Source: an optimization exercise on an open RTL-to-GDS flow (aim: small area and a short achievable clock period). Production flows keep margins and buffers that such runs may drop.
At most, simulation tests tie the RTL to the original design; equivalence was not proved.
No activity file was given, so power comes from the tool's default toggle rates.

Setup of run H:
==> module wb_packer, before the edit <==
module wb_packer #(
  parameter int DEPTH  = 16,
  parameter int ADDR_W = 16
) (
  input  logic              clk,
  input  logic              rst_n,
  input  logic              op_start,
  input  logic [ADDR_W-1:0] base_addr,
  input  logic              output_en,
  input  logic [wb_packer_pkg::HW_W-1:0] output_data,
  input  logic              gemm_finish,
  output logic              wr_valid,
  input  logic              wr_ready,
  output logic [wb_packer_pkg::DATA_W-1:0] wr_data,
  output logic [wb_packer_pkg::BURST_LEN-1:0] wr_strb,
  output logic [ADDR_W-1:0] wr_addr,
  output logic              wr_last,
  output logic              busy,
  output logic              overflow,
  output logic [15:0]       word_count
);
  localparam int NS    = wb_packer_pkg::SLOTS;
  localparam int LANES = wb_packer_pkg::BURST_LEN;
  localparam int HW_W  = wb_packer_pkg::HW_W;
  localparam int DW    = wb_packer_pkg::DATA_W;
  logic            gf_q, flush_pending;
  logic            fresh;       
  logic [3:0]      n;           
  logic [2:0]      pm;          
  logic [NS-1:0]   ws;          
  logic [NS-1:0]   rs;          
  logic [DEPTH:2]  qt;          
  logic [NS-1:0]   meta_last;   
  logic [NS-1:0][2:0] meta_m;   
  logic fin_rise, n8, nz, flush_go, push, acc, pop, load, avail, take, go;
  logic ring_has, full_q, up, down;
  logic [2:0] head_m;
  logic       head_last;
  logic [LANES-1:0] head_strb;
  assign ring_has = qt[2];
  assign full_q   = qt[DEPTH];
  assign fin_rise = gemm_finish & ~gf_q;
  assign n8       = n[3];
  assign nz       = |n;
  assign go       = output_en & ~op_start;
  assign flush_go = flush_pending & ~output_en & ~op_start;
  assign push     = (go & n8) | (flush_go & nz);
  assign acc      = push & (~full_q | wr_ready);
  assign pop      = wr_valid & wr_ready;
  assign load     = ~wr_valid | wr_ready;
  assign avail    = ring_has | push;
  assign take     = load & avail;
  assign up       = acc & ~pop;
  assign down     = pop & ~acc;
  always_comb begin
    head_m    = pm;
    head_last = ~output_en;
    for (int j = 0; j < NS; j++) begin
      if (ring_has && rs[j]) begin
        head_m    = meta_m[j];
        head_last = meta_last[j];
      end
    end
    for (int l = 0; l < LANES; l++)
      head_strb[l] = avail & (3'(l) <= head_m);
  end
  logic [NS*LANES-1:0] we;
  logic [DW-1:0]       din, rd;
  logic [NS-1:0]       ws_next;    
  logic [LANES-1:0]    lane_in;    
  assign ws_next = {ws[NS-2:0], ws[NS-1]};
  always_comb begin
    for (int l = 0; l < LANES; l++) begin
      lane_in[l] = go & (n8 ? (l == 0) : (n == 4'(l)));
      din[l*HW_W +: HW_W] = lane_in[l] ? output_data : '0;
    end
    for (int j = 0; j < NS; j++) begin
      we[j*LANES] = (ws[j] & (n == 4'd0)) |
                    (go & n8 & (acc ? ws_next[j] : ws[j]));
      for (int l = 1; l < LANES; l++)
        we[j*LANES+l] = ws[j] & ~n8 & (n <= 4'(l));
    end
  end
  wb_fifo #(.SLOTS(NS), .LANES(LANES), .HW_W(HW_W)) u_fifo (
    .clk  (clk),
    .we   (we),
    .din  (din),
    .rsel (rs),
    .dout (rd)
  );
  always_ff @(posedge clk) begin
    for (int j = 0; j < NS; j++) begin
      if (ws[j]) begin
        meta_m[j]    <= pm;
        meta_last[j] <= ~output_en;
      end
    end
  end
  always_ff @(posedge clk or negedge rst_n) begin
    if (!rst_n) begin
      gf_q          <= 1'b0;
      fresh         <= 1'b0;
      flush_pending <= 1'b0;
      n             <= '0;
      pm            <= 3'd7;
      ws            <= NS'(1);
      rs            <= NS'(1);
      qt            <= '0;
    end else begin
      gf_q  <= gemm_finish;
      fresh <= go & n8;
      if (op_start) begin
        n             <= '0;
        pm            <= 3'd7;
        flush_pending <= 1'b0;
      end else if (output_en) begin
        n  <= n8 ? 4'd1 : n + 4'd1;
        pm <= pm + 3'd1;
        if (fin_rise) flush_pending <= 1'b1;
      end else begin
        if (flush_pending) begin
          n  <= '0;
          pm <= 3'd7;
        end
        flush_pending <= fin_rise;
      end
      if (acc)  ws <= ws_next;
      if (take) rs <= {rs[NS-2:0], rs[NS-1]};
      for (int k = 2; k <= DEPTH; k++) begin
        if (up)   qt[k] <= (k == 2) ? wr_valid : qt[k-1];
        if (down) qt[k] <= (k == DEPTH) ? 1'b0 : qt[k+1];
      end
    end
  end
  logic busy_d, nz_d, fp_d;
  assign nz_d   = ~op_start & (output_en | (nz & ~flush_pending));
  assign fp_d   = ~op_start & (output_en ? (flush_pending | fin_rise) : fin_rise);
  assign busy_d = nz_d | fp_d | (load ? avail : wr_valid);
  always_ff @(posedge clk or negedge rst_n) begin
    if (!rst_n) begin
      wr_valid <= 1'b0;
      wr_data  <= '0;
      wr_strb  <= '0;
      wr_last  <= 1'b0;
      busy     <= 1'b0;
    end else begin
      busy <= busy_d;
      if (load) begin
        wr_valid <= avail;
        wr_strb  <= head_strb;
        wr_last  <= avail & head_last;
        wr_data[HW_W-1:0]  <= avail ? rd[HW_W-1:0] : '0;
        wr_data[DW-1:HW_W] <= (avail & ~(fresh & ~ring_has)) ? rd[DW-1:HW_W] : '0;
      end
    end
  end
  always_ff @(posedge clk or negedge rst_n) begin
    if (!rst_n) begin
      wr_addr    <= '0;
      word_count <= '0;
      overflow   <= 1'b0;
    end else if (op_start) begin
      wr_addr    <= base_addr;
      word_count <= '0;
      overflow   <= 1'b0;
    end else begin
      if (pop) begin
        wr_addr <= wr_addr + 1'b1;
        if (word_count != 16'hFFFF) word_count <= word_count + 1'b1;
      end
      if (push && full_q && !wr_ready) overflow <= 1'b1;
    end
  end
endmodule
clock: 5.0 ns
lec_check: 0
cap_margin: 20
core_margin: 2
core_utilization: 60
setup_slack_margin: 2.5
slew_margin: 20
run.sh (not shown) runs the stock make flow with config.mk's settings and CLKGATE_MAP_FILE= SYNTH_SCRIPT=/design/flow/synth_recipe.tcl, a recipe that flattens the netlist after the stock synthesis.
Setup changes, run H to run G
--- a/flow/design.v
+++ b/flow/design.v
@@ -57,7 +57,7 @@
   localparam int DW    = wb_packer_pkg::DATA_W;
   logic            gf_q, flush_pending;
   logic            fresh;       
-  logic [3:0]      n;           
+  logic [LANES-1:0] lt;         
   logic [2:0]      pm;          
   logic [NS-1:0]   ws;          
   logic [NS-1:0]   rs;          
@@ -72,8 +72,8 @@
   assign ring_has = qt[2];
   assign full_q   = qt[DEPTH];
   assign fin_rise = gemm_finish & ~gf_q;
-  assign n8       = n[3];
-  assign nz       = |n;
+  assign n8       = ~lt[LANES-1];
+  assign nz       = ~lt[0];
   assign go       = output_en & ~op_start;
   assign flush_go = flush_pending & ~output_en & ~op_start;
   assign push     = (go & n8) | (flush_go & nz);
@@ -103,14 +103,14 @@
   assign ws_next = {ws[NS-2:0], ws[NS-1]};
   always_comb begin
     for (int l = 0; l < LANES; l++) begin
-      lane_in[l] = go & (n8 ? (l == 0) : (n == 4'(l)));
+      lane_in[l] = go & (n8 ? (l == 0) : (lt[l] & ((l == 0) | ~lt[(l+LANES-1)%LANES])));
       din[l*HW_W +: HW_W] = lane_in[l] ? output_data : '0;
     end
     for (int j = 0; j < NS; j++) begin
-      we[j*LANES] = (ws[j] & (n == 4'd0)) |
+      we[j*LANES] = (ws[j] & lt[0]) |
                     (go & n8 & (acc ? ws_next[j] : ws[j]));
       for (int l = 1; l < LANES; l++)
-        we[j*LANES+l] = ws[j] & ~n8 & (n <= 4'(l));
+        we[j*LANES+l] = ws[j] & lt[l];
     end
   end
   wb_fifo #(.SLOTS(NS), .LANES(LANES), .HW_W(HW_W)) u_fifo (
@@ -133,7 +133,7 @@
       gf_q          <= 1'b0;
       fresh         <= 1'b0;
       flush_pending <= 1'b0;
-      n             <= '0;
+      lt            <= '1;
       pm            <= 3'd7;
       ws            <= NS'(1);
       rs            <= NS'(1);
@@ -142,16 +142,16 @@
       gf_q  <= gemm_finish;
       fresh <= go & n8;
       if (op_start) begin
-        n             <= '0;
+        lt            <= '1;
         pm            <= 3'd7;
         flush_pending <= 1'b0;
       end else if (output_en) begin
-        n  <= n8 ? 4'd1 : n + 4'd1;
+        lt <= n8 ? {{(LANES-1){1'b1}}, 1'b0} : {lt[LANES-2:0], 1'b0};
         pm <= pm + 3'd1;
         if (fin_rise) flush_pending <= 1'b1;
       end else begin
         if (flush_pending) begin
-          n  <= '0;
+          lt <= '1;
           pm <= 3'd7;
         end
         flush_pending <= fin_rise;
Notes after the runs:
- Global-route wire length before repair, run G vs run H: down slightly
- Run G ends up with a logic gate share of total power that is 2.3 points lower than in run H.
- A timing startpoint of the critical path of n[3] is what run H shows, while output_data[12] belongs to run G.
- The number of fill cells in run G was higher than what run H gave.
- Run G: shortest period the worst path allows 26 ps below run H
- The higher first-pass iteration count of the detailed router came out of run G.
- Looking at area after synthesis, run G sits about 0.54% above run H.
- On synthesized cell count, run H and run G are neck and neck.
- Changes observed in run G relative to run H: area of all placed cells without fillers fell by 0.42%, average via count per standard cell has decreased, horizontal die dimension did not really move, routed wire length shrank by about 0.7%.


The RTL this note starts from:
==> flow/design.v <==
package wb_packer_pkg;
  localparam int BURST_LEN = 8;
  localparam int HW_W      = 16;
  localparam int DATA_W    = HW_W * BURST_LEN;
  localparam int IDX_W     = $clog2(BURST_LEN);
  localparam int SLOTS     = 16;    
endpackage
module wb_fifo #(
  parameter int SLOTS = 16,
  parameter int LANES = 8,
  parameter int HW_W  = 16
) (
  input  logic                    clk,
  input  logic [SLOTS*LANES-1:0]  we,      
  input  logic [HW_W-1:0]         din,
  input  logic [SLOTS-1:0]        rsel,    
  output logic [LANES*HW_W-1:0]   dout
);
  logic [SLOTS-1:0][LANES-1:0][HW_W-1:0] mem;
  for (genvar j = 0; j < SLOTS; j++) begin : g_slot
    for (genvar l = 0; l < LANES; l++) begin : g_lane
      always_ff @(posedge clk) begin
        if (we[j*LANES+l]) mem[j][l] <= din;
      end
    end
  end
  always_comb begin
    dout = '0;
    for (int j = 0; j < SLOTS; j++)
      dout = dout | ({(LANES*HW_W){rsel[j]}} & mem[j]);
  end
endmodule
module wb_packer #(
  parameter int DEPTH  = 16,
  parameter int ADDR_W = 16
) (
  input  logic              clk,
  input  logic              rst_n,
  input  logic              op_start,
  input  logic [ADDR_W-1:0] base_addr,
  input  logic              output_en,
  input  logic [wb_packer_pkg::HW_W-1:0] output_data,
  input  logic              gemm_finish,
  output logic              wr_valid,
  input  logic              wr_ready,
  output logic [wb_packer_pkg::DATA_W-1:0] wr_data,
  output logic [wb_packer_pkg::BURST_LEN-1:0] wr_strb,
  output logic [ADDR_W-1:0] wr_addr,
  output logic              wr_last,
  output logic              busy,
  output logic              overflow,
  output logic [15:0]       word_count
);
  localparam int NS    = wb_packer_pkg::SLOTS;
  localparam int LANES = wb_packer_pkg::BURST_LEN;
  localparam int HW_W  = wb_packer_pkg::HW_W;
  localparam int DW    = wb_packer_pkg::DATA_W;
  logic             gf_q, flush_pending;
  logic [LANES-1:0] lt;          
  logic [2:0]       pm;          
  logic [NS-1:0]    ws;          
  logic [NS-1:0]    rs;          
  logic [DEPTH:2]   qt;          
  logic [NS-1:0]    meta_last;   
  logic [NS-1:0][2:0] meta_m;    
  logic [LANES-1:0] nx_strb;     
  logic             nx_last;     
  logic fin_rise, n8, nz, flush_go, push, acc, pop, load, avail, take, go;
  logic ring_has, full_q, up, down;
  logic [LANES-1:0] push_strb, head_strb;
  logic             head_last;
  assign ring_has = qt[2];
  assign full_q   = qt[DEPTH];
  assign fin_rise = gemm_finish & ~gf_q;
  assign n8       = ~lt[LANES-1];
  assign nz       = ~lt[0];
  assign go       = output_en & ~op_start;
  assign flush_go = flush_pending & ~output_en & ~op_start;
  assign push     = (go & n8) | (flush_go & nz);
  assign acc      = push & (~full_q | wr_ready);
  assign pop      = wr_valid & wr_ready;
  assign load     = ~wr_valid | wr_ready;
  assign avail    = ring_has | push;
  assign take     = load & avail;
  assign up       = acc & ~pop;
  assign down     = pop & ~acc;
  assign push_strb = ~lt;
  assign head_strb = {LANES{avail}} & (ring_has ? nx_strb : push_strb);
  assign head_last = avail & (ring_has ? nx_last : ~output_en);
  logic [NS*LANES-1:0] we;
  logic [DW-1:0]       rd;
  logic [NS-1:0]       ws_next, rs_next;
  logic                roll_keep, roll_drop;
  assign ws_next   = {ws[NS-2:0], ws[NS-1]};
  assign rs_next   = {rs[NS-2:0], rs[NS-1]};
  assign roll_keep = go & n8 & (~full_q | wr_ready);
  assign roll_drop = go & n8 & full_q & ~wr_ready;
  always_comb begin
    for (int j = 0; j < NS; j++) begin
      we[j*LANES] = (ws[j] & lt[0]) | (roll_keep & ws_next[j]) | (roll_drop & ws[j]);
      for (int l = 1; l < LANES; l++)
        we[j*LANES+l] = ws[j] & lt[l];
    end
  end
  wb_fifo #(.SLOTS(NS), .LANES(LANES), .HW_W(HW_W)) u_fifo (
    .clk  (clk),
    .we   (we),
    .din  (output_data),
    .rsel (rs),
    .dout (rd)
  );
  always_ff @(posedge clk) begin
    for (int j = 0; j < NS; j++) begin
      if (ws[j]) begin
        meta_m[j]    <= pm;
        meta_last[j] <= ~output_en;
      end
    end
  end
  logic [2:0]       nx_m_d;
  logic             nx_last_d;
  logic [NS-1:0]    rs_d;
  logic [LANES-1:0] nx_strb_d;
  assign rs_d = take ? rs_next : rs;
  always_comb begin
    nx_m_d    = pm;
    nx_last_d = ~output_en;
    for (int j = 0; j < NS; j++) begin
      if (rs_d[j] && !ws[j]) begin
        nx_m_d    = meta_m[j];
        nx_last_d = meta_last[j];
      end
    end
    for (int l = 0; l < LANES; l++)
      nx_strb_d[l] = (3'(l) <= nx_m_d);
  end
  always_ff @(posedge clk or negedge rst_n) begin
    if (!rst_n) begin
      gf_q          <= 1'b0;
      flush_pending <= 1'b0;
      lt            <= '1;
      pm            <= 3'd7;
      ws            <= NS'(1);
      rs            <= NS'(1);
      qt            <= '0;
      nx_strb       <= '0;
      nx_last       <= 1'b0;
    end else begin
      gf_q    <= gemm_finish;
      nx_strb <= nx_strb_d;
      nx_last <= nx_last_d;
      if (op_start) begin
        lt            <= '1;
        pm            <= 3'd7;
        flush_pending <= 1'b0;
      end else if (output_en) begin
        lt <= n8 ? {{(LANES-1){1'b1}}, 1'b0} : {lt[LANES-2:0], 1'b0};
        pm <= pm + 3'd1;
        if (fin_rise) flush_pending <= 1'b1;
      end else begin
        if (flush_pending) begin
          lt <= '1;
          pm <= 3'd7;
        end
        flush_pending <= fin_rise;
      end
      if (acc)  ws <= ws_next;
      if (take) rs <= rs_next;
      for (int k = 2; k <= DEPTH; k++) begin
        if (up)   qt[k] <= (k == 2) ? wr_valid : qt[k-1];
        if (down) qt[k] <= (k == DEPTH) ? 1'b0 : qt[k+1];
      end
    end
  end
  logic busy_d, nz_d, fp_d;
  assign nz_d   = ~op_start & (output_en | (nz & ~flush_pending));
  assign fp_d   = ~op_start & (output_en ? (flush_pending | fin_rise) : fin_rise);
  assign busy_d = nz_d | fp_d | (load ? avail : wr_valid);
  always_ff @(posedge clk or negedge rst_n) begin
    if (!rst_n) begin
      wr_valid <= 1'b0;
      wr_data  <= '0;
      wr_strb  <= '0;
      wr_last  <= 1'b0;
      busy     <= 1'b0;
    end else begin
      busy <= busy_d;
      if (load) begin
        wr_valid <= avail;
        wr_strb  <= head_strb;
        wr_last  <= head_last;
        for (int l = 0; l < LANES; l++)
          wr_data[l*HW_W +: HW_W] <= head_strb[l] ? rd[l*HW_W +: HW_W] : '0;
      end
    end
  end
  always_ff @(posedge clk or negedge rst_n) begin
    if (!rst_n) begin
      wr_addr    <= '0;
      word_count <= '0;
      overflow   <= 1'b0;
    end else if (op_start) begin
      wr_addr    <= base_addr;
      word_count <= '0;
      overflow   <= 1'b0;
    end else begin
      if (pop) begin
        wr_addr <= wr_addr + 1'b1;
        if (word_count != 16'hFFFF) word_count <= word_count + 1'b1;
      end
      if (push && full_q && !wr_ready) overflow <= 1'b1;
    end
  end
endmodule
==> flow/config.mk <==
export PLATFORM = sky130hd
export DESIGN_NAME = wb_packer
export DESIGN_NICKNAME = wb_packer
export VERILOG_FILES = /design/flow/design.v
export SDC_FILE = /design/flow/constraint.sdc
export NUM_CORES = 4
export LEC_CHECK = 0
export CAP_MARGIN = 20
export CORE_MARGIN = 2
export CORE_UTILIZATION = 65
export CTS_CLUSTER_DIAMETER = 100
export CTS_CLUSTER_SIZE = 24
export SETUP_SLACK_MARGIN = 2.6
export SLEW_MARGIN = 20
export TNS_END_PERCENT = 100
==> flow/constraint.sdc <==
create_clock -name core_clock -period 5.0 [get_ports {clk}]
set_input_delay 1.0000 -clock core_clock [delete_from_list [all_inputs] [get_ports {clk}]]
set_output_delay 1.0000 -clock core_clock [all_outputs]
set_load 0.01 [all_outputs]
==> next run, changes <==
--- a/flow/design.v
+++ b/flow/design.v
@@ -114,29 +114,37 @@
       if (ws[j]) begin
         meta_m[j]    <= pm;
         meta_last[j] <= ~output_en;
       end
     end
   end
-  logic [2:0]       nx_m_d;
-  logic             nx_last_d;
-  logic [NS-1:0]    rs_d;
-  logic [LANES-1:0] nx_strb_d;
-  assign rs_d = take ? rs_next : rs;
+  logic [LANES-1:0] nx_strb_d, keep_strb, adv_strb;
+  logic             nx_last_d, keep_last, adv_last, keep_hit, adv_hit;
+  logic [2:0]       keep_m, adv_m;
   always_comb begin
-    nx_m_d    = pm;
-    nx_last_d = ~output_en;
+    keep_m = '0; keep_last = 1'b0; keep_hit = 1'b0;
+    adv_m  = '0; adv_last  = 1'b0; adv_hit  = 1'b0;
     for (int j = 0; j < NS; j++) begin
-      if (rs_d[j] && !ws[j]) begin
-        nx_m_d    = meta_m[j];
-        nx_last_d = meta_last[j];
-      end
-    end
-    for (int l = 0; l < LANES; l++)
-      nx_strb_d[l] = (3'(l) <= nx_m_d);
-  end
+      if (rs[j] && !ws[j]) begin
+        keep_m    = keep_m | meta_m[j];
+        keep_last = keep_last | meta_last[j];
+        keep_hit  = 1'b1;
+      end
+      if (rs_next[j] && !ws[j]) begin
+        adv_m    = adv_m | meta_m[j];
+        adv_last = adv_last | meta_last[j];
+        adv_hit  = 1'b1;
+      end
+    end
+    for (int l = 0; l < LANES; l++) begin
+      keep_strb[l] = keep_hit ? (3'(l) <= keep_m) : ~lt[l];
+      adv_strb[l]  = adv_hit  ? (3'(l) <= adv_m)  : ~lt[l];
+    end
+  end
+  assign nx_strb_d = take ? adv_strb : keep_strb;
+  assign nx_last_d = take ? (adv_hit ? adv_last : ~output_en) : (keep_hit ? keep_last : ~output_en);
   always_ff @(posedge clk or negedge rst_n) begin
     if (!rst_n) begin
       gf_q          <= 1'b0;
       flush_pending <= 1'b0;
       lt            <= '1;
       pm            <= 3'd7;
Total power goes down by a few percent.
Combinational power came out lower by well over a third.
Design area went up slightly.
Hold slack stays flat.
Global-route usage goes up by 1.7 points.
Clock skew decreases by 4.7 ps.
Core utilization is about the same.
Non-clock buffer count climbs by 17.
Area after synthesis grows slightly.
Routed wire length increases by a few percent.
Sequential power drops by a few percent.
Function was not checked in any run of this note: the RTL went through the layout flow alone.

## static timing again, ports no longer ideal
How much do the figures lean on ideal ports? The routed layouts below were timed once more, with nothing changed but the port constraints.
Step 1, drivers: a clkbuf_16 drives clk and a buf_2 each remaining input, both assumed.
Step 2 also shifts input and output timing later by t, the mid clock arrival at the registers, as if the neighbouring blocks saw the same clock.
a / b / c = no drivers / after step 1 / after step 2; a / b = the first two.
run | t, ns | setup slack, ns | worst setup path after step 2 | latest minus earliest clock arrival (ns) | worst slew at a driven data input, ns
run H | 0.936 | 2.362 / 2.362 / 1.685 | input to register | 0.028 / 0.028 | 0.06
run G | 0.907 | 2.388 / 2.416 / 1.524 | input to register | 0.034 / 0.034 | 0.19
the first run of note 2 | 0.859 | 2.182 / 2.194 / 1.378 | input to register | 0.040 / 0.039 | 0.10
the second run of note 2 | 0.847 | 2.523 / 2.433 / 1.826 | input to register | 0.034 / 0.035 | 0.15
After both steps setup and hold are still met in every run listed. For run G, which loses most, drivers alone change the setup slack by +0.028 ns; drivers and shift together by -0.864 ns.
